Context: an optimization exercise on an open-source flow, tuned for small area. The choices shown serve that exercise and are no tape-out recipe. The RTL was checked by simulation tests, not by an equivalence proof against the original design. Power figures rest on the tool's default switching activity, not on a simulated workload.

==> flow/design.v <==
module datapath_unit (
  input  logic       i_clk,
  input  logic       i_rst,
  input  logic       i_load_ar,
  input  logic       i_load_pc,
  input  logic       i_load_dr,
  input  logic       i_load_ac,
  input  logic       i_load_ir,
  input  logic       i_load_tr,
  input  logic       i_clear_ar,
  input  logic       i_clear_pc,
  input  logic       i_clear_dr,
  input  logic       i_clear_ac,
  input  logic       i_clear_tr,
  input  logic       i_inc_ar,
  input  logic       i_inc_pc,
  input  logic       i_inc_dr,
  input  logic       i_inc_ac,
  input  logic       i_inc_tr,
  input  logic       i_seq_counter_reset,
  input  logic       i_memory_read,
  input  logic       i_memory_write,
  input  logic [2:0] i_bus_selectors,
  input  logic       i_alu_enable,
  input  logic [2:0] i_alu_mode,
  input  logic       i_prog_we,
  input  logic [7:0] i_prog_addr,
  input  logic [7:0] i_prog_data,
  output logic [7:0] o_t,
  output logic [7:0] o_ir,
  output logic [7:0] o_ac,
  output logic [7:0] o_pc,
  output logic [7:0] o_ar,
  output logic [7:0] o_dr,
  output logic       o_e,
  output logic [7:0] o_bus
);
  logic [7:0]    r_ar;
  logic [7:0]    r_pc;
  logic [7:0]    r_dr;
  logic [7:0]    r_ac;
  logic [7:0]    r_ir;
  logic [7:0]    r_tr;
  logic          r_e;
  logic [7:0]    r_t;
  logic          r_ph;
  logic [2047:0] r_mem;    
  logic [15:0] w_rlo_n, w_rhi_n;
  logic [7:0]  w_mem_rdata;
  dpu_dec4_n u_rlo (.i_a(r_ar[3:0]), .i_en(1'b1), .o_y_n(w_rlo_n));
  dpu_dec4_n u_rhi (.i_a(r_ar[7:4]), .i_en(1'b1), .o_y_n(w_rhi_n));
  for (genvar b = 0; b < 8; b++) begin : g_rbit
    logic [15:0] w_zero;    
    for (genvar i = 0; i < 16; i++) begin : g_grp
      logic [7:0] w_u;
      for (genvar k = 0; k < 8; k++) begin : g_pair
        dpu_o22ai u_l1 (
          .i_a1(w_rlo_n[2*k]),   .i_a2(r_mem[8*(16*i+2*k)+b]),
          .i_b1(w_rlo_n[2*k+1]), .i_b2(r_mem[8*(16*i+2*k+1)+b]),
          .o_y (w_u[k])
        );
      end
      dpu_rd_group u_l23 (.i_u(w_u), .i_hi_n(w_rhi_n[i]), .o_zero(w_zero[i]));
    end
    dpu_rd_final u_l4 (.i_zero(w_zero), .i_ph(r_ph), .o_data(w_mem_rdata[b]));
  end
  logic [7:0] w_bus;
  always_comb begin
    case (i_bus_selectors)
      3'd1:    w_bus = r_ar;
      3'd2:    w_bus = r_pc;
      3'd3:    w_bus = r_dr;
      3'd4:    w_bus = r_ac;
      3'd5:    w_bus = r_ir;
      3'd6:    w_bus = r_tr;
      3'd7:    w_bus = i_memory_read ? w_mem_rdata : 8'h00;
      default: w_bus = 8'h00;
    endcase
  end
  logic [8:0] w_sum;
  logic [7:0] w_alu_ac;
  logic       w_alu_e;
  logic       w_sub;
  assign w_sub = (i_alu_mode == 3'b001);
  assign w_sum = {1'b0, r_ac} + {1'b0, r_dr ^ {8{w_sub}}} + {8'd0, w_sub};
  always_comb begin
    w_alu_ac = r_ac;
    w_alu_e  = r_e;
    case (i_alu_mode)
      3'b000, 3'b001: begin
        w_alu_ac = w_sum[7:0];
        w_alu_e  = w_sum[8];
      end
      3'b010:  w_alu_ac = r_ac & r_dr;
      3'b011:  w_alu_ac = r_ac | r_dr;
      3'b100:  w_alu_ac = r_ac ^ r_dr;
      3'b110:  w_alu_ac = ~r_ac;
      3'b111:  w_alu_ac = r_dr;
      default: w_alu_ac = r_ac;
    endcase
  end
  always_ff @(posedge i_clk) begin
    if (i_rst) begin
      r_ar <= 8'h00;
      r_pc <= 8'h00;
      r_dr <= 8'h00;
      r_ac <= 8'h00;
      r_ir <= 8'h00;
      r_tr <= 8'h00;
      r_e  <= 1'b0;
      r_t  <= 8'h01;
    end else begin
      if (i_clear_ar)     r_ar <= 8'h00;
      else if (i_load_ar) r_ar <= w_bus;
      else if (i_inc_ar)  r_ar <= r_ar + 8'd1;
      if (i_clear_pc)     r_pc <= 8'h00;
      else if (i_load_pc) r_pc <= w_bus;
      else if (i_inc_pc)  r_pc <= r_pc + 8'd1;
      if (i_clear_dr)     r_dr <= 8'h00;
      else if (i_load_dr) r_dr <= w_bus;
      else if (i_inc_dr)  r_dr <= r_dr + 8'd1;
      if (i_clear_tr)     r_tr <= 8'h00;
      else if (i_load_tr) r_tr <= w_bus;
      else if (i_inc_tr)  r_tr <= r_tr + 8'd1;
      if (i_load_ir) r_ir <= w_bus;
      if (i_clear_ac) begin
        r_ac <= 8'h00;
      end else if (i_load_ac) begin
        r_ac <= w_bus;
      end else if (i_alu_enable) begin
        r_ac <= w_alu_ac;
        r_e  <= w_alu_e;
      end else if (i_inc_ac) begin
        r_ac <= r_ac + 8'd1;
      end
      r_t <= i_seq_counter_reset ? 8'h01 : {r_t[6:0], r_t[7]};
    end
  end
  logic [7:0]   w_waddr;
  logic [7:0]   w_wdata;
  logic         w_we;
  logic [15:0]  w_whi, w_wlo;
  logic [255:0] w_wsel;
  logic [7:0]   w_wz;
  assign w_waddr = i_rst ? i_prog_addr : r_ar;
  assign w_wdata = i_rst ? i_prog_data : w_bus;
  assign w_we    = i_rst ? i_prog_we   : i_memory_write;
  logic [15:0] w_whi_n, w_wlo_n;
  dpu_dec4_n u_wlo (.i_a(w_waddr[3:0]), .i_en(1'b1), .o_y_n(w_wlo_n));
  dpu_dec4_n u_whi (.i_a(w_waddr[7:4]), .i_en(w_we), .o_y_n(w_whi_n));
  assign w_whi = ~w_whi_n;
  assign w_wlo = ~w_wlo_n;
  logic [255:0] w_wsel_n;
  for (genvar w = 0; w < 256; w++) begin : g_wsel
    dpu_nor2  u_sel  (.i_a(w_whi_n[w / 16]), .i_b(w_wlo_n[w % 16]), .o_y(w_wsel[w]));
    dpu_nand2 u_nsel (.i_a(w_whi[w / 16]),   .i_b(w_wlo[w % 16]),   .o_y(w_wsel_n[w]));
  end
  assign w_wz = w_wdata ^ {8{r_ph}};
  logic [2047:0] w_mem_nxt;
  for (genvar w = 0; w < 256; w++) begin : g_word
    for (genvar b = 0; b < 8; b++) begin : g_bit
      dpu_o22ai u_nxt (
        .i_a1(r_mem[8*w+b]), .i_a2(w_wsel[w]),
        .i_b1(w_wsel_n[w]),  .i_b2(w_wz[b]),
        .o_y (w_mem_nxt[8*w+b])
      );
    end
  end
  always_ff @(posedge i_clk) begin
    if (r_ph) r_ph <= 1'b0;
    else      r_ph <= 1'b1;
    for (int w = 0; w < 256; w++)
      r_mem[8*w +: 8] <= w_mem_nxt[8*w +: 8];
  end
  assign o_t   = r_t;
  assign o_ir  = r_ir;
  assign o_ac  = r_ac;
  assign o_pc  = r_pc;
  assign o_ar  = r_ar;
  assign o_dr  = r_dr;
  assign o_e   = r_e;
  assign o_bus = w_bus;
endmodule
module dpu_o22ai (
  input  logic i_a1,
  input  logic i_a2,
  input  logic i_b1,
  input  logic i_b2,
  output logic o_y
);
  assign o_y = ~((i_a1 | i_a2) & (i_b1 | i_b2));
endmodule
module dpu_rd_group (
  input  logic [7:0] i_u,
  input  logic       i_hi_n,
  output logic       o_zero
);
  logic w_v0, w_v1;
  assign w_v0   = ~|i_u[3:0];
  assign w_v1   = ~|i_u[7:4];
  assign o_zero = ~((w_v0 & w_v1) | i_hi_n);
endmodule
module dpu_rd_final (
  input  logic [15:0] i_zero,
  input  logic        i_ph,
  output logic        o_data
);
  assign o_data = ~|i_zero ^ i_ph;
endmodule
module dpu_dec4_n (
  input  logic [3:0]  i_a,
  input  logic        i_en,
  output logic [15:0] o_y_n
);
  always_comb begin
    for (int k = 0; k < 16; k++) o_y_n[k] = ~(i_en && (i_a == 4'(k)));
  end
endmodule
module dpu_nor2 (
  input  logic i_a,
  input  logic i_b,
  output logic o_y
);
  assign o_y = ~(i_a | i_b);
endmodule
module dpu_nand2 (
  input  logic i_a,
  input  logic i_b,
  output logic o_y
);
  assign o_y = ~(i_a & i_b);
endmodule
Settings: LEC_CHECK=0, ABC_CLOCK_PERIOD_IN_PS=8000, CAP_MARGIN=20, CORE_MARGIN=2, CORE_UTILIZATION=50, CTS_BUF_LIST=sky130_fd_sc_hd__clkbuf_4, SETUP_SLACK_MARGIN=0.2, SLEW_MARGIN=20, SYNTH_HIERARCHICAL=1; clock period 8.0 ns.
run.sh (not shown) runs the stock make flow with config.mk's settings and CLKGATE_MAP_FILE= SYNTH_SCRIPT=/design/flow/synth_recipe.tcl, a recipe that flattens the netlist after the stock synthesis.
Then changed:
==> flow/flow/run.sh (new file) <==
#!/bin/bash
set -euo pipefail
bash standard.sh \
  "CTS_ARGS=-sink_clustering_enable -repair_clock_nets -dont_use_dummy_load -buf_list sky130_fd_sc_hd__clkbuf_4" \
  "BUFFER_PORTS_ARGS=-buffer_cell sky130_fd_sc_hd__buf_2" \
  REMOVE_ABC_BUFFERS=1 \
  finish > standard.log 2>&1
==> flow/standard.sh (new file) <==
#!/bin/bash
# synth_recipe.tcl (not shown) runs the flow's synth.tcl, then flattens the netlist and writes it again
# the make line also repeats each setting of config.mk as NAME=value (left out here)
make -C /OpenROAD-flow-scripts/flow DESIGN_CONFIG=/design/flow/config.mk WORK_HOME=/design/flow/orfs CLKGATE_MAP_FILE= SYNTH_SCRIPT=/design/flow/synth_recipe.tcl "${@:-finish}"
--- a/flow/config.mk
+++ b/flow/config.mk
@@ -11,3 +11,2 @@
 export CORE_UTILIZATION = 50
-export CTS_BUF_LIST = sky130_fd_sc_hd__clkbuf_4
 export SETUP_SLACK_MARGIN = 0.2
removed: flow/run.sh
What happened: Sequential share of layout area grows by 1.9 points; setup slack gets better by 0.053 ns; wire length stays flat.
Then changed:
==> flow/run.sh (new file) <==
#!/bin/bash
# synth_recipe.tcl (not shown) runs the flow's synth.tcl, then flattens the netlist and writes it again
# the make line also repeats each setting of config.mk as NAME=value (left out here)
make -C /OpenROAD-flow-scripts/flow DESIGN_CONFIG=/design/flow/config.mk WORK_HOME=/design/flow/orfs CLKGATE_MAP_FILE= SYNTH_SCRIPT=/design/flow/synth_recipe.tcl finish
--- a/flow/config.mk
+++ b/flow/config.mk
@@ -11,2 +11,3 @@
 export CORE_UTILIZATION = 50
+export CTS_BUF_LIST = sky130_fd_sc_hd__clkbuf_8
 export SETUP_SLACK_MARGIN = 0.2
removed: flow/flow/run.sh
removed: flow/standard.sh
After rerunning: The new run finished with timing, DRC and antenna clean; combinational power stays flat; routed wire length goes down slightly; hold slack is about the same; flip-flop and latch count is unchanged; register-to-register slack barely changes; synthesized cell count does not change; area after synthesis is unchanged.

* * *

## run A
Another version of the RTL of datapath_unit (not shown whole).
Size: roughly 6400 cells after synthesis, ~0.069 mm² of cells after synthesis.
Settings: LEC_CHECK=0, ABC_CLOCK_PERIOD_IN_PS=8000, CAP_MARGIN=10, CORE_MARGIN=2, CORE_UTILIZATION=60, SETUP_SLACK_MARGIN=0.3, SLEW_MARGIN=10, SYNTH_HIERARCHICAL=1; clock period 8.0 ns.
standard.sh (not shown) runs the stock make flow with config.mk's settings and CLKGATE_MAP_FILE= SYNTH_SCRIPT=/design/flow/synth_recipe.tcl, a recipe that flattens the netlist after the stock synthesis.
==> flow/flow/run.sh <==
#!/bin/bash
# The standard layout (standard.sh) with three changes:
#  - clock tree synthesis without dummy loads, clkbuf_16 only, larger sink clusters
#  - every port still gets a buffer, but a plain buf_2
#  - ABC's buffers are removed at floorplan; the resizer re-buffers what needs it
# All of ORFS's output goes to standard.log here and to ORFS's own logs under orfs/logs.
set -euo pipefail
bash standard.sh \
  "CTS_ARGS=-sink_clustering_enable -repair_clock_nets -dont_use_dummy_load -buf_list sky130_fd_sc_hd__clkbuf_16 -root_buf sky130_fd_sc_hd__clkbuf_16 -tree_buf sky130_fd_sc_hd__clkbuf_16 -sink_clustering_size 28 -sink_clustering_max_diameter 140" \
  "BUFFER_PORTS_ARGS=-buffer_cell sky130_fd_sc_hd__buf_2" \
  REMOVE_ABC_BUFFERS=1 \
  finish > standard.log 2>&1
Inputs modified between run A and run B:
-- flow/flow/run.sh --
<<< run A, line 8
bash standard.sh \
  "CTS_ARGS=-sink_clustering_enable -repair_clock_nets -dont_use_dummy_load -buf_list sky130_fd_sc_hd__clkbuf_16 -root_buf sky130_fd_sc_hd__clkbuf_16 -tree_buf sky130_fd_sc_hd__clkbuf_16 -sink_clustering_size 28 -sink_clustering_max_diameter 140" \
  "BUFFER_PORTS_ARGS=-buffer_cell sky130_fd_sc_hd__buf_2" \
>>> run B, line 8
bash standard.sh \
  "CTS_ARGS=-sink_clustering_enable -repair_clock_nets -dont_use_dummy_load -buf_list sky130_fd_sc_hd__clkbuf_16 -root_buf sky130_fd_sc_hd__clkbuf_16 -tree_buf sky130_fd_sc_hd__clkbuf_16 -sink_clustering_size 26 -sink_clustering_max_diameter 130" \
  "BUFFER_PORTS_ARGS=-buffer_cell sky130_fd_sc_hd__buf_2" \
-- flow/config.mk --
<<< run A, line 10
export CORE_MARGIN = 2
export CORE_UTILIZATION = 60
export SETUP_SLACK_MARGIN = 0.3
export SLEW_MARGIN = 10
>>> run B, line 10
export CORE_MARGIN = 2
export CORE_UTILIZATION = 70
export SETUP_SLACK_MARGIN = 0.2
export SLEW_MARGIN = 10
## What came out
Synthesis-to-layout area growth delta (run A -> run B): insignificant. Max global-route usage across run A and run B: run B. Compared with run A, run B shows a higher clock-buffer cell count. Between run A and run B, the power per cell area is lower for run A. Run B vs. run A: fraction of met1 tracks used by global routing rose by 5.6 points, detailed-route via count rose by 2804. Against run A, run B comes in 1 lower on worst reg-to-reg path cell count. Of run A and run B, only run A finishes the flow clean. Compared run B vs run A, and portion of the clock cycle consumed by the worst path in the final layout is up in run B. Compared to run A, run B has detailed-routed wire length on met3 47% higher.
Inputs modified between run B and run C:
-- flow/config.mk --
<<< run B, line 8
export ABC_CLOCK_PERIOD_IN_PS = 8000
export CAP_MARGIN = 10
export CORE_MARGIN = 2
export CORE_UTILIZATION = 70
export SETUP_SLACK_MARGIN = 0.2
export SLEW_MARGIN = 10
export SYNTH_HIERARCHICAL = 1
>>> run C, line 8
export ABC_CLOCK_PERIOD_IN_PS = 8000
export CAP_MARGIN = 15
export CORE_MARGIN = 2
export CORE_UTILIZATION = 60
export SETUP_SLACK_MARGIN = 0.3
export SLEW_MARGIN = 15
export SYNTH_HIERARCHICAL = 1
## What came out
Run C finished end to end and its layout was clean on timing, DRC and antenna.
Run C improves on run B in wire length of the first global-routing pass.
Wire length, run C and run B: lower on run C
Looking at number of cell rows, run C sits 10 above run B.
The lower half-perimeter wire length after placement came out of run B.
The hold slack of run C and that of run B are within noise of each other.
| share of total power in the clock network | run C vs run B | ≈ equal |
Run C ended with more layout overhead on the synthesized area than run B.
The via count reported for run C is lower than the one for run B.
Maximum clock frequency | run C above run B
Edits applied to the flow inputs when going from run C to run D:
-- flow/config.mk --
<<< run C, line 8
export ABC_CLOCK_PERIOD_IN_PS = 8000
export CAP_MARGIN = 15
export CORE_MARGIN = 2
>>> run D, line 8
export ABC_CLOCK_PERIOD_IN_PS = 8000
export CAP_MARGIN = 5
export CORE_MARGIN = 2
<<< run C, line 12
export SETUP_SLACK_MARGIN = 0.3
export SLEW_MARGIN = 15
export SYNTH_HIERARCHICAL = 1
>>> run D, line 12
export SETUP_SLACK_MARGIN = 0.3
export SLEW_MARGIN = 5
export SYNTH_HIERARCHICAL = 1
For run D, the startpoint of the worst setup timing path was r_ar[0], unlike run C, where it was r_ar[1].
| global-route track usage on met2 | run C vs run D | ≈ equal |
There was hardly any difference in cell area between run D and run C.
Run D vs run C — number of cells on the critical path rose 1.
Run D and run C ended up with roughly the same worst hold slack.
Taking run C as the reference point, the register-to-register setup slack of run D falls by 410 ps.
Sequential share of layout area across run C and run D: no real change.
Going from run C to run D, the overall via count from detail_route was found to have gone up by about 0.33%.
Comparing run D with run C, the fraction of area in clock buffers and inverters came out essentially unchanged.

-- afterwards: timing with drivers on the ports --
No port has a modelled driver above. Below, the same layouts with a new extraction and two added sets of constraints. Step 1 (the two cells are an assumption about what drives the block):
set clk [get_ports {i_clk}]
set_driving_cell -lib_cell sky130_fd_sc_hd__clkbuf_16 $clk
set_driving_cell -lib_cell sky130_fd_sc_hd__buf_2 [delete_from_list [all_inputs] $clk]
Step 2 adds t to the input delays and takes it off the output delays; t is the mean of the earliest and latest rising clock arrival at the registers after step 1. Input paths then give back, and output paths get back, about the clock's delay inside the block. a / b / c = no drivers / after step 1 / after step 2; a / b = the first two.
run	t, ns	setup slack, ns	latest minus earliest clock arrival (ns)	worst slew at a driven data input, ns	cell pins on the clock port's net
the first run of note 1	1.357	0.163 / 0.090 / 1.447	0.106 / 0.106	0.06	1
the second run of note 1	1.356	0.216 / 0.141 / 1.497	0.108 / 0.108	0.06	1
the third run of note 1	1.095	0.146 / 0.068 / 1.162	0.067 / 0.067	0.06	1
run A	0.782	0.568 / 0.493 / 0.931	0.062 / 0.062	0.05	1
run B	0.785	-0.035 / -0.114 / 0.486	0.047 / 0.048	0.07	1
run C	0.785	0.415 / 0.342 / 1.018	0.040 / 0.040	0.05	1
run D	0.789	0.390 / 0.311 / 0.613	0.043 / 0.044	0.05	1
